This is an optimization exercise on Yosys and OpenROAD, whose aim is small area and a short achievable clock period, not a production implementation. The RTL was checked by simulation tests, not by an equivalence proof against the original design. Power is estimated from default activity; no workload was simulated.

== v10 ==
Design poker_eval_top, start of the top module:
module poker_eval_top (
    input  logic        clk,
    input  logic        rst_n,
    input  logic        in_valid,
    input  logic [11:0] hole_cards,
    input  logic [29:0] board_cards,
    output logic        out_valid,
    output logic [17:0] score
);
For scale: roughly 1200 cells after synthesis, ~64 I/O pins.
clock: 10.0 ns
lec_check: 0
abc_area: 1
cap_margin: 20
core_margin: 2
core_utilization: 40
slew_margin: 20
standard.sh (not shown) runs the stock make flow with config.mk's settings and CLKGATE_MAP_FILE= SYNTH_SCRIPT=/design/flow/synth_recipe.tcl, a recipe that flattens the netlist after the stock synthesis.
==> flow/flow/run.sh <==
#!/bin/bash
# Standard layout, with fast port buffers and timing repair aimed below the clock period.
set -euo pipefail
export BUFFER_PORTS_ARGS="-buffer_cell sky130_fd_sc_hd__buf_2"
export SETUP_SLACK_MARGIN=5.7
bash standard.sh > standard.log 2>&1
v10 went all the way through synthesis, placement and routing and the layout is clean on timing, DRC and antenna.
--- input diff v10..v8 ---
==> flow/flow/run.sh <==
#!/bin/bash
# Standard layout, with fast port buffers and timing repair aimed below the clock period.
set -euo pipefail
export BUFFER_PORTS_ARGS="-buffer_cell sky130_fd_sc_hd__buf_2"
export SETUP_SLACK_MARGIN=6
bash standard.sh > standard.log 2>&1
Notes after the runs:
Against v10, v8 comes in about 0.6% higher on total wirelength of the detailed-routed design. v10 -> v8: cell area reported after detailed placement delta 0, exact match. Comparing v8 and v10, relative area of non-clock buffer cells in the final design is lower on v10. The critical path depth in cells reported for v8 is greater than that of v10 by 1.
For v44, these inputs were changed with respect to v8:
- an added PLACE_DENSITY of 0.7
==> flow/flow/run.sh <==
#!/bin/bash
# Standard layout, with fast port buffers and timing repair aimed below the clock period.
set -euo pipefail
export BUFFER_PORTS_ARGS="-buffer_cell sky130_fd_sc_hd__buf_2"
export SETUP_SLACK_MARGIN=6
export RECOVER_POWER=100
bash standard.sh > standard.log 2>&1
## What came out
v44 finished every stage; the final checks, however, were not passed, the failures being max-capacitance violations, max-slew violations. Overall power after layout delta for v44 relative to v8: 68 uW lower. Compared to v8, v44 shows a narrower setup margin. Taking v44 as 1.0, v8 lands at 1.06 on power in combinational cells. From v44 to v8, area taken by flip-flops and latches did not move at all. Taking v8 as the reference, in v44 design area fell by about 2.4%, total via count in the routed design rose by 77. Of v44 and v8, the run reporting the higher global-route usage was v8. The final reports for v44 and v8 show first-pass GRT wire length lower in the former. Per the comparison of v44 with v8, wire length reported by the detailed router shrank by 1700 um; critical path depth grew by 4; fraction of final layout cells sized beyond drive strength 1 shrank by 2.9 points.
Input changes introduced in v17 (baseline for comparison: v44):
- changing PLACE_DENSITY from 0.7 to 0.85
==> flow/flow/run.sh <==
#!/bin/bash
# Standard layout, with fast port buffers and timing repair aimed below the clock period.
set -euo pipefail
export BUFFER_PORTS_ARGS="-buffer_cell sky130_fd_sc_hd__buf_2"
export SETUP_SLACK_MARGIN=6
bash standard.sh > standard.log 2>&1
Notes after the runs:
v17 ended with every stage complete and zero timing, DRC or antenna violations.
[v17 vs v44] global-route usage: higher in v17
v44 reports its critical path endpoint as score[4]$_DFFE_PN0P_ while v17 reports fm[3]$_DFF_P_.
On worst slack at placement, v17 does better than v44.
More vias were needed by v17 than by v44.
Detailed placer's ending HPWL (lower): v44
Of the two values seen for library cell contributing the largest single delay on the critical path, sky130_fd_sc_hd__clkinvlp_2 was produced by v44 and sky130_fd_sc_hd__nor4b_1 by v17.
Internal power of the cells in v17 vs v44: up 35 uW
As far as cell area after synthesis goes, v17 and v44 are indistinguishable; the numbers are identical.
Summary of v17 over v44: largest incremental delay on the critical path fell 0.95 ns; adder-cell share of the synthesized area now sits at about the same level; final standard cell area without fillers up about 0.9%.
Looking only at final worst setup slack, and setting everything else aside, the lower value of v17 and v44 goes to v44.
Sequential cell area share: v17 vs v44 down 0.17 points

---

Setup of run 1:
Starting RTL as in the previous note.
clock: 10.0 ns
lec_check: 0
abc_area: 1
cap_margin: 20
core_margin: 2
core_utilization: 40
cts_buf_list: sky130_fd_sc_hd__clkbuf_8
place_density: 0.7
slew_margin: 20
==> flow/flow/run.sh <==
#!/bin/bash
# Standard layout with two changes to synthesis and repair:
# - cell mapping by ABC uses flow/cells.abc (one dc2 pass before the usual
#   dch and map), everything else in synthesis is the standard flow's own script
# - fast port buffers, and timing repair aimed below the clock period
set -euo pipefail
work=$(pwd)
export BUFFER_PORTS_ARGS="-buffer_cell sky130_fd_sc_hd__buf_2"
export SETUP_SLACK_MARGIN=6

# ORFS's synth.tcl, with the ABC script swapped right after the preamble sets it
sed -e '/^source \$::env(SCRIPTS_DIR)\/synth_preamble.tcl/a set abc_args [lreplace $abc_args 1 1 '"$work"'/flow/cells.abc]' \
    "$FLOW_HOME/scripts/synth.tcl" > "$work/synth_cells.tcl"
grep -q "flow/cells.abc" "$work/synth_cells.tcl"
# The standard flow's synthesis script, sourcing that copy
sed -e 's#^source \$::env(SCRIPTS_DIR)/synth.tcl#source '"$work"'/synth_cells.tcl#' synth_recipe.tcl > "$work/synth_recipe_cells.tcl"
grep -q "synth_cells.tcl" "$work/synth_recipe_cells.tcl"
# The standard flow's layout command, with that synthesis script
sed -e 's#SYNTH_SCRIPT=[^ ]*#SYNTH_SCRIPT='"$work"'/synth_recipe_cells.tcl#' standard.sh > "$work/standard_cells.sh"
grep -q "synth_recipe_cells.tcl" "$work/standard_cells.sh"
bash "$work/standard_cells.sh" > standard.log 2>&1
==> flow/flow/cells.abc <==
strash
dc2
dch
map -B 0.9
topo
stime -c
buffer -c
upsize -c
dnsize -c
--- input diff run 1..run 2 ---
==> flow/flow/run.sh <==
#!/bin/bash
# Standard layout, with fast port buffers and timing repair aimed below the clock period.
set -euo pipefail
export BUFFER_PORTS_ARGS="-buffer_cell sky130_fd_sc_hd__buf_2"
export SETUP_SLACK_MARGIN=6.2
bash standard.sh > standard.log 2>&1
removed: flow/flow/cells.abc
==> comparison <==
- From run 1 to run 2 the numbers moved as follows: slew at the pin closest to its max-slew limit decreased by 0.042 ns relative to the old numbers, critical path depth now sits lower.
- Of run 2 and run 1, run 2 shows the higher layout cell share with drive strength beyond 1, with run 1 below it.
- Taking run 1 as the reference, in run 2 instance area after placement now larger; number of flip-flops and latches saw little to no change; initial core utilization +0.31 points; number of instances in the synthesized netlist increased by 34 relative to the old numbers; highest attainable clock frequency now larger.
- Post-route worst hold slack on run 2 is behind run 1.
- Compared to run 1, the routing of run 2 uses more wire.
### run 2 -> run 3
--- a/flow/flow/run.sh
+++ b/flow/flow/run.sh
@@ -3,4 +3,4 @@
 set -euo pipefail
 export BUFFER_PORTS_ARGS="-buffer_cell sky130_fd_sc_hd__buf_2"
-export SETUP_SLACK_MARGIN=6.2
+export SETUP_SLACK_MARGIN=6
 bash standard.sh > standard.log 2>&1
### Flow results
Run 3 has synthesis-to-finish area growth below what run 2 had.
Run 3 vs. run 2: total power of the final layout went down; setup slack after layout went down; combined area of the multi-input logic cells went down; length of routed met2 wiring went down; clock latency reported for the late side of the worst-skew pair did not really move.
### run 3 -> run 4
- PLACE_DENSITY: 0.7 -> unset
- CTS_BUF_LIST: sky130_fd_sc_hd__clkbuf_8 -> unset
--- a/flow/flow/run.sh
+++ b/flow/flow/run.sh
@@ -3,4 +3,4 @@
 set -euo pipefail
 export BUFFER_PORTS_ARGS="-buffer_cell sky130_fd_sc_hd__buf_2"
-export SETUP_SLACK_MARGIN=6
+export SETUP_SLACK_MARGIN=6.3
 bash standard.sh > standard.log 2>&1
### Flow results
Run 4 reports its destination of the critical timing path as fm[5] while run 3 reports fm[3]. Relative to run 3, routed wire length has gone up in run 4. Measured against run 4, the final standard cell area without fillers of run 3 comes out at 0.928 times the reference value. The run showing the smaller buffering overhead is run 3. Looking at cell with the largest stage delay on the worst path, the sky130_fd_sc_hd__or4_1 result is from run 4; the sky130_fd_sc_hd__o311ai_0 one comes from run 3.
The inputs of run 5 differ from those of run 4 as listed below.
- PLACE_DENSITY newly set to 0.7
--- a/flow/flow/run.sh
+++ b/flow/flow/run.sh
@@ -3,4 +3,4 @@
 set -euo pipefail
 export BUFFER_PORTS_ARGS="-buffer_cell sky130_fd_sc_hd__buf_2"
-export SETUP_SLACK_MARGIN=6.3
+export SETUP_SLACK_MARGIN=6
 bash standard.sh > standard.log 2>&1
When run 5 is measured against run 4, its final-stage net count turns out 27 lower.
Taking run 4 as the reference, in run 5 final worst setup slack went down 0.031 ns, cell area after layout went down by 520 um^2.
Of run 4 and run 5, the run reporting the higher total wire length was run 4.
Run 4 has higher clock-buffer cell count than run 5.
Per the comparison of run 5 with run 4, area after synthesis ~0 delta, reported net switching power lower.
Summary: detailed placer's ending HPWL, run 5 better than run 4
Relative to run 5, the following input files were edited for run 6:
- putting CTS_BUF_LIST at sky130_fd_sc_hd__clkbuf_8 where nothing was set
==> flow/flow/run.sh <==
#!/bin/bash
# Standard layout, with fast port buffers and timing repair aimed below the clock period.
set -euo pipefail
export BUFFER_PORTS_ARGS="-buffer_cell sky130_fd_sc_hd__buf_1"
export SETUP_SLACK_MARGIN=6
bash standard.sh > standard.log 2>&1
==> comparison <==
Run 5 vs run 6, worst-path cell with the longest stage delay: sky130_fd_sc_hd__or4_1 vs sky130_fd_sc_hd__fa_1. On count of plain and timing-repair buffers in the layout: between run 6 and run 5, it ends up higher for run 5. Between run 6 and run 5, the difference in final cell count is negligible. On core utilization: between run 6 and run 5, it ends up higher for run 5. [compare] base=run 5 new=run 6: minimum period implied by the final worst setup slack now sits higher, total wirelength of the detailed-routed design now larger. Share of total power consumed by net switching, run 6 and run 5: smaller value in run 5. Of run 6 and run 5, the run reporting the lower global-route wire length before repair was run 6. Re number of port buffers: no difference whatsoever between run 5 and run 6. Setup slack at placement, run 6 and run 5, higher one = run 5.

-- re-timing with driven ports --
The results above use ideal ports. As a check the final layouts listed here were re-extracted and re-timed, cells and wires unchanged.
Step 1 (the two cells are an assumption about what drives the block):
set clk [get_ports {clk}]
set_driving_cell -lib_cell sky130_fd_sc_hd__clkbuf_16 $clk
set_driving_cell -lib_cell sky130_fd_sc_hd__buf_2 [delete_from_list [all_inputs] $clk]
Step 2, shift: input delay + t, output delay - t, t = (earliest + latest rising clock arrival at the registers) / 2. This alone moves slack from input paths to output paths.
Slacks: no drivers / after step 1 / after step 2; pairs: no drivers / after step 1.
| run | t (ns) | setup slack, ns | worst data-port slew with drivers (ns) |
|---|---|---|---|
| v10 | 0.383 | 5.886 / 5.911 / 5.528 | 0.03 |
| v8 | 0.386 | 6.129 / 6.155 / 5.769 | 0.03 |
| v44 | 0.383 | 3.983 / 3.983 / 3.983 | 0.03 |
| v17 | 0.386 | 6.145 / 6.168 / 5.782 | 0.04 |
| run 1 | 0.395 | 6.151 / 6.172 / 5.777 | 0.04 |
| run 2 | 0.407 | 6.281 / 6.302 / 5.894 | 0.03 |
| run 3 | 0.396 | 6.226 / 6.246 / 5.850 | 0.03 |
| run 4 | 0.379 | 6.289 / 6.312 / 5.933 | 0.04 |
| run 5 | 0.384 | 6.259 / 6.284 / 5.900 | 0.03 |
| run 6 | 0.401 | 6.151 / 6.165 / 5.763 | 0.04 |
For run 6, which loses most, drivers alone change the setup slack by +0.014 ns; drivers and shift together by -0.388 ns.
